Source: an optimization exercise on an open RTL-to-GDS flow (aim: small area). Production flows keep margins and buffers that such runs may drop.
In this exercise RTL edits were held to simulation tests only and were not proved equivalent to the original.

==> design/flow/config.mk <==
export PLATFORM = sky130hd
export DESIGN_NAME = wb_top
export DESIGN_NICKNAME = wb_top
export VERILOG_FILES = /design/flow/design.v
export SDC_FILE = /design/flow/constraint.sdc
export NUM_CORES = 4
export LEC_CHECK = 0
export CAP_MARGIN = 20
export CORE_MARGIN = 2
export CORE_UTILIZATION = 40
export SLEW_MARGIN = 20
==> design/flow/constraint.sdc <==
create_clock -name core_clock -period 7.0 [get_ports {clk}]
set_input_delay 1.4000 -clock core_clock [delete_from_list [all_inputs] [get_ports {clk}]]
set_output_delay 1.4000 -clock core_clock [all_outputs]
set_load 0.01 [all_outputs]
==> design/flow/design.v <==
package wb_pkg;
    localparam int XLEN = 32;
    localparam int REG_ADDR_W = 5;
    localparam int NUM_REGS = 32;
    typedef enum logic [2:0] {
        WB_NOP  = 3'd0,
        WB_GPR  = 3'd1,
        WB_MTHI = 3'd2,
        WB_MTLO = 3'd3,
        WB_MULT = 3'd4,
        WB_MADD = 3'd5,
        WB_MSUB = 3'd6
    } wb_op_t;
endpackage
`timescale 1ns/10ps
module wb_control (
    input  logic clk,
    input  logic reset,
    input  logic i_req,
    output logic o_ack,
    output logic o_commit
);
    typedef enum logic [1:0] {
        ST_IDLE   = 2'd0,
        ST_COMMIT = 2'd1,
        ST_ACK    = 2'd2
    } state_t;
    state_t state;
    state_t state_next;
    always_comb begin
        state_next = state;
        case (state)
            ST_IDLE: begin
                if (i_req) begin
                    state_next = ST_COMMIT;
                end
            end
            ST_COMMIT: begin
                state_next = ST_ACK;
            end
            ST_ACK: begin
                if (!i_req) begin
                    state_next = ST_IDLE;
                end
            end
            default: begin
                state_next = ST_IDLE;
            end
        endcase
    end
    always_ff @(posedge clk) begin
        if (reset) begin
            state <= ST_IDLE;
        end else begin
            state <= state_next;
        end
    end
    assign o_commit = (state == ST_COMMIT);
    assign o_ack = (state == ST_ACK);
endmodule
`timescale 1ns/10ps
module hilo_unit (
    input  logic                        clk,
    input  logic                        reset,
    input  logic                        i_commit,
    input  wb_pkg::wb_op_t              i_op0,
    input  wb_pkg::wb_op_t              i_op1,
    input  logic [wb_pkg::XLEN-1:0]     i_data0,
    input  logic [wb_pkg::XLEN-1:0]     i_data1,
    input  logic [2*wb_pkg::XLEN-1:0]   i_prod0,
    input  logic [2*wb_pkg::XLEN-1:0]   i_prod1,
    output logic [wb_pkg::XLEN-1:0]     o_hi,
    output logic [wb_pkg::XLEN-1:0]     o_lo
);
    logic [wb_pkg::XLEN-1:0]   hi_q;
    logic [wb_pkg::XLEN-1:0]   lo_q;
    logic [wb_pkg::XLEN-1:0]   hi_next;
    logic [wb_pkg::XLEN-1:0]   lo_next;
    logic [2*wb_pkg::XLEN-1:0] hilo_old;
    wb_pkg::wb_op_t            lane_op [2];
    logic [wb_pkg::XLEN-1:0]   lane_data [2];
    logic [2*wb_pkg::XLEN-1:0] lane_prod [2];
    logic [2*wb_pkg::XLEN-1:0] lane_cand [2];
    logic [1:0]                hi_we;
    logic [1:0]                lo_we;
    assign lane_op[0] = i_op0;
    assign lane_op[1] = i_op1;
    assign lane_data[0] = i_data0;
    assign lane_data[1] = i_data1;
    assign lane_prod[0] = i_prod0;
    assign lane_prod[1] = i_prod1;
    assign hilo_old = {hi_q, lo_q};
    always_comb begin
        for (int l = 0; l < 2; l++) begin
            hi_we[l] = 1'b0;
            lo_we[l] = 1'b0;
            lane_cand[l] = hilo_old;
            case (lane_op[l])
                wb_pkg::WB_MTHI: begin
                    hi_we[l] = 1'b1;
                    lane_cand[l] = {lane_data[l], lo_q};
                end
                wb_pkg::WB_MTLO: begin
                    lo_we[l] = 1'b1;
                    lane_cand[l] = {hi_q, lane_data[l]};
                end
                wb_pkg::WB_MULT: begin
                    {hi_we[l], lo_we[l]} = 2'b11;
                    lane_cand[l] = lane_prod[l];
                end
                wb_pkg::WB_MADD: begin
                    {hi_we[l], lo_we[l]} = 2'b11;
                    lane_cand[l] = hilo_old + lane_prod[l];
                end
                wb_pkg::WB_MSUB: begin
                    {hi_we[l], lo_we[l]} = 2'b11;
                    lane_cand[l] = hilo_old - lane_prod[l];
                end
                default: begin
                end
            endcase
        end
    end
    always_comb begin
        hi_next = hi_q;
        lo_next = lo_q;
        for (int l = 0; l < 2; l++) begin
            if (hi_we[l]) begin
                hi_next = lane_cand[l][2*wb_pkg::XLEN-1:wb_pkg::XLEN];
            end
            if (lo_we[l]) begin
                lo_next = lane_cand[l][wb_pkg::XLEN-1:0];
            end
        end
    end
    always_ff @(posedge clk) begin
        if (reset) begin
            hi_q <= '0;
            lo_q <= '0;
        end else if (i_commit) begin
            hi_q <= hi_next;
            lo_q <= lo_next;
        end
    end
    assign o_hi = hi_q;
    assign o_lo = lo_q;
endmodule
`timescale 1ns/10ps
module gpr_file (
    input  logic                            clk,
    input  logic                            reset,
    input  logic                            i_commit,
    input  wb_pkg::wb_op_t                  i_op0,
    input  wb_pkg::wb_op_t                  i_op1,
    input  logic [wb_pkg::REG_ADDR_W-1:0]   i_rdst0,
    input  logic [wb_pkg::REG_ADDR_W-1:0]   i_rdst1,
    input  logic [wb_pkg::XLEN-1:0]         i_data0,
    input  logic [wb_pkg::XLEN-1:0]         i_data1,
    input  logic [wb_pkg::REG_ADDR_W-1:0]   i_raddr,
    output logic [wb_pkg::XLEN-1:0]         o_rdata
);
    logic [wb_pkg::XLEN-1:0] regs [wb_pkg::NUM_REGS];
    logic                    we0;
    logic                    we1;
    assign we0 = i_commit && (i_op0 == wb_pkg::WB_GPR) && (i_rdst0 != '0);
    assign we1 = i_commit && (i_op1 == wb_pkg::WB_GPR) && (i_rdst1 != '0);
    always_ff @(posedge clk) begin
        if (reset) begin
            for (int r = 0; r < wb_pkg::NUM_REGS; r++) begin
                regs[r] <= '0;
            end
        end else begin
            if (we0) begin
                regs[i_rdst0] <= i_data0;
            end
            if (we1) begin
                regs[i_rdst1] <= i_data1;
            end
        end
    end
    assign o_rdata = regs[i_raddr];
endmodule
`timescale 1ns/10ps
module wb_top (
    input  logic                            clk,
    input  logic                            reset,
    input  logic                            i_req,
    output logic                            o_ack,
    input  wb_pkg::wb_op_t                  i_op0,
    input  wb_pkg::wb_op_t                  i_op1,
    input  logic [wb_pkg::REG_ADDR_W-1:0]   i_rdst0,
    input  logic [wb_pkg::REG_ADDR_W-1:0]   i_rdst1,
    input  logic [wb_pkg::XLEN-1:0]         i_data0,
    input  logic [wb_pkg::XLEN-1:0]         i_data1,
    input  logic [2*wb_pkg::XLEN-1:0]       i_prod0,
    input  logic [2*wb_pkg::XLEN-1:0]       i_prod1,
    input  logic [wb_pkg::REG_ADDR_W-1:0]   i_raddr,
    output logic [wb_pkg::XLEN-1:0]         o_rdata,
    output logic [wb_pkg::XLEN-1:0]         o_hi,
    output logic [wb_pkg::XLEN-1:0]         o_lo
);
    logic commit;
    wb_control u_control (
        .clk      (clk),
        .reset    (reset),
        .i_req    (i_req),
        .o_ack    (o_ack),
        .o_commit (commit)
    );
    hilo_unit u_hilo (
        .clk      (clk),
        .reset    (reset),
        .i_commit (commit),
        .i_op0    (i_op0),
        .i_op1    (i_op1),
        .i_data0  (i_data0),
        .i_data1  (i_data1),
        .i_prod0  (i_prod0),
        .i_prod1  (i_prod1),
        .o_hi     (o_hi),
        .o_lo     (o_lo)
    );
    gpr_file u_gpr (
        .clk      (clk),
        .reset    (reset),
        .i_commit (commit),
        .i_op0    (i_op0),
        .i_op1    (i_op1),
        .i_rdst0  (i_rdst0),
        .i_rdst1  (i_rdst1),
        .i_data0  (i_data0),
        .i_data1  (i_data1),
        .i_raddr  (i_raddr),
        .o_rdata  (o_rdata)
    );
endmodule
==> design/flow/run.sh <==
#!/bin/bash
# synth_recipe.tcl (not shown) runs the flow's synth.tcl, then flattens the netlist and writes it again
# the make line also repeats each setting of config.mk as NAME=value (left out here)
make -C /OpenROAD-flow-scripts/flow DESIGN_CONFIG=/design/flow/config.mk WORK_HOME=/design/flow/orfs CLKGATE_MAP_FILE= SYNTH_SCRIPT=/design/flow/synth_recipe.tcl finish
==> out/metrics.cfg <==
[synth]
ys_seq_area_share_pct = 49.41
synth_top_family_by_area = compound AO/OA/AOI/OAI gates
synth_fa_ha_area_share_pct = 2.606
muxShareOfSynthArea_pct = 12.01
yosysUniqueCellTypes = 79
synth_top_area_cell = edfxtp_1
async_flop_share_pct = 0
synth_xor_area_share_pct = 3.265
synthSimpleGateAreaFrac_pct = 5.442
yosys-top-cells-area = edfxtp_1, a22o_1, mux4_2
synth_compound_area_share_pct = 23.12
netlist_area_um2 = 64910
synth_area_per_cell_um2 = 12.43
synthCells = 5224
synth_warnings = 7
synth_edf_count = 1024
synth_seq_cells = 1090
ys.flop_type = edfxtp_1
synth_top_cell_area_share_pct = 47.37

[power]
swShare_pct = 28.28
clkPwrFrac_pct = 36.5
p_comb_share_pct = 18.5
powerDensity_nw_per_um2 = 215.6
leakage_nw = 28.22
vdd_drop_max_v = 0.0001987
p_int_mw = 11.91
power_frac_seq_pct = 44.9
fin_total_pwr_mw = 16.61
switching_power_mw = 4.698

[worst_setup_path]
cpPeakStageDelay_ps = 760
cp-end-kind = flop
required_ps = 7600
arrival_ps = 7280
cp_slowest_cell = a2111oi_0
cp_max_fo = 5
path_common_cell = buf_4
crit_type = input port to flop
cp-start-kind = input port

[timing]
drv_slew = 0
fmax_ghz = 0.1497
period_share_pct = 95.42
finClkSkew_ps = 53.45
tightestPinTransition_ps = 1184
setup_viol_count_final = 0
slew_headroom_pct = 21.07
final.setup.worst_slack_ps = 320.3
final.setup.tns_ps = 0
rsz0062_at_grt = no
finalHoldViolCount = 0
finalCriticalPeriod_ps = 6680

[flow_run]
cap_violations = 0

[final_layout]
drive_gt1_share_pct = 21.55
layout.nets = 5892
area.growth.synth_to_final_pct = 18.70
stdcell_count = 7809

[routing]
drt-wirelength-per-cell_um = 33.43
wirelength_mm = 261.1
viasPerCell = 6.680
firstDrtPassIters = 10
drt_iter0_drc = 6863
ant_nets = 0
route.detailed.drc = 0
dr_total_vias = 52167

[clocking]
hold_buffers = 0
cts-root-buf = clkbuf_16
cts-buffers-inserted = 118
htreeDepth = 3
cts.sink_count = 1090
cts_resized = 0
clk_latency_ps = 780
clock_path_buffers = 3
clkTransAtPathRegs_ps = 60
cts_tree = built
postCtsSetupRepairBufs = 0

[floorplanning]
rows = 147
io_pins = 313
die-width_um = 406.8
core_um2 = 160900
die_area_um2 = 165500
die_h_um = 406.8
initial_utilization_pct = 40.33

[grt]
grtUsageTotal_pct = 31.03
antenna_found_initial = 11
grt_max_degree = 63
grt_pass1_wl_mm = 371.7
grt_pass1_vias = 51509
gr-total-overflow = 0

[place]
pre_cts_ws_ps = -321.2
place.gp.congestion = 1.009
io_buffers = 312
dp_hpwl_mm = 171.7
place_inst = 7586

[run_status]
outcome = complete, no violations

[worst_hold_path]
min_path_type = flop to flop

[area by class of cell]
| cell class | count | area [um2] |
|---|---|---|
| sequential | 1090 | 32070 |
| clock buffer | 156 | 3117 |
| antenna | 10 | 25.02 |
| tap | 2160 | 2703 |
| fill | 14189 | 83890 |
| timing repair buffer | 840 | 7138 |
| multi-input combinational | 3449 | 31250 |
| inverter | 47 | 178.9 |
| clock inverter | 57 | 559.3 |
[metrics by stage]
stage          hold slack, ps  area, um2  util, %
3_5_place_dp            469.8      73340    45.57
3_3_place_gp            444.5      73290    45.54
6_report                476.9      77050    47.87
2_1_floorplan           429.0      65030        -
4_1_cts                 473.9      77020    47.86
5_1_grt                 509.3      77040    47.87
[sequential cells by signal (all words and copies together), names as in the netlist]
name / flops
u_control.state: 2
u_gpr.regs: 1024
u_hilo.hi_q: 32
u_hilo.lo_q: 32
[cell families (layout without fill, tap and decap cells)]
kind of cell    after synthesis  in the layout
fa+ha+maj                   135            135
compound gates             1938           1938
xor+xnor                    242            242
mux                         375            375
buf+inv                     716           1100
flops                      1090           1090
simple gates                727            727
other cells                   1             42
[worst max-delay path, delay by kind of cell]
family,cells,cell delay (ps)
and+or+nand+nor,4,1010
xor gates and xnor gates,2,310
adders and majority gates,1,400
buffers and inverters,8,1640
AOI/OAI and AO/OA,10,2500
[placed cells by master (no fill, tap or decap), types with 109 or more instances in the layout]
cell	instances
buf_4	512
a21oi_1	233
xor2_1	133
clkdlybuf4s50_1	268
ha_1	128
nor2_1	176
edfxtp_1	1024
a22o_1	1007
o21ai_0	197
nand2_1	172
mux4_2	320
clkbuf_16	119
xnor2_1	109
[power groups by stage]
| stage | Clock, mW | Combinational (mW) | Sequential, mW |
|---|---|---|---|
| floorplan | 0 | 1.65 | 7.56 |
| global placement | 0 | 3.00 | 7.58 |
| detailed placement | 0 | 3.00 | 7.59 |
| CTS | 6.12 | 3.02 | 7.46 |
| global route | 6.36 | 3.24 | 7.47 |
| finish | 6.07 | 3.08 | 7.46 |
[cells in the mapped netlist, types with 16 or more instances]
library cell,number
nand2_1,173
a21oi_1,236
nor2b_1,34
mux4_2,320
buf_1,95
o21ai_0,197
ha_1,128
xnor2_1,109
a22oi_1,35
nand2b_1,31
o211ai_1,24
a21o_1,75
nor3_1,71
a222oi_1,27
o21bai_1,27
a211oi_1,26
mux2_2,33
o21a_1,16
dfxtp_1,66
a31oi_1,33
o22ai_1,21
nor2_1,210
and3_1,16
or3_1,32
nor4_1,16
nand3_1,44
xor2_1,133
o31ai_1,33
mux2i_1,22
a22o_1,1007
inv_1,44
nand4_1,42
a221oi_1,31
o221ai_1,55
clkbuf_1,573
edfxtp_1,1024
[final timing paths]
path	endpoint	startpoint	depth (start not counted)	slack, ps
setup / recovery	u_hilo.hi_q[31]$_SDFFE_PP0P_	i_prod1[2]	25	320
hold / removal	u_control.state[0]$_SDFFE_PP0P_	u_control.state[1]$_SDFFE_PP0P_	1	480
setup reg to reg	u_hilo.hi_q[30]$_SDFFE_PP0P_	u_hilo.lo_q[0]$_SDFFE_PP0P_	18	2310
hold reg to reg	u_control.state[0]$_SDFFE_PP0P_	u_control.state[1]$_SDFFE_PP0P_	1	480
[routing by layer]
layer | up-vias | track usage, % | part of all wire (%)
li1 | 21895 | - | -
met4 | 8 | 14.82 | 5.3
met2 | 3289 | 48.45 | 45
met1 | 26388 | 41.72 | 39
met5 | - | 0 | 0.021
met3 | 587 | 5.756 | 10

[afterwards: timing with drivers on the ports]
The results above use ideal ports. As a check the final layout listed here was re-extracted and re-timed, cells and wires unchanged. Step 1: set_driving_cell puts a clkbuf_16 on clk and a buf_2 on each other input, an assumption about the parent block. Step 2 times the ports against the registers' clock, not the clock port: input delays grow and output delays shrink by t, the midpoint of the rising clock arrivals with the driver on. Slacks: ideal / step 1 / step 2; pairs: ideal / step 1.
shift t [ns]: 0.832
setup slack, ns: 0.320 / 0.387 / -0.445
hold WS [ns]: 0.477 / 0.477 / 0.477
worst setup path after step 2: input to register
slew at the worst register clock pin (ns): 0.07 / 0.07
Met with ideal ports but missed after step 2: setup timing in this run. For this run, drivers alone change the setup slack by +0.067 ns; drivers and shift together by -0.765 ns.
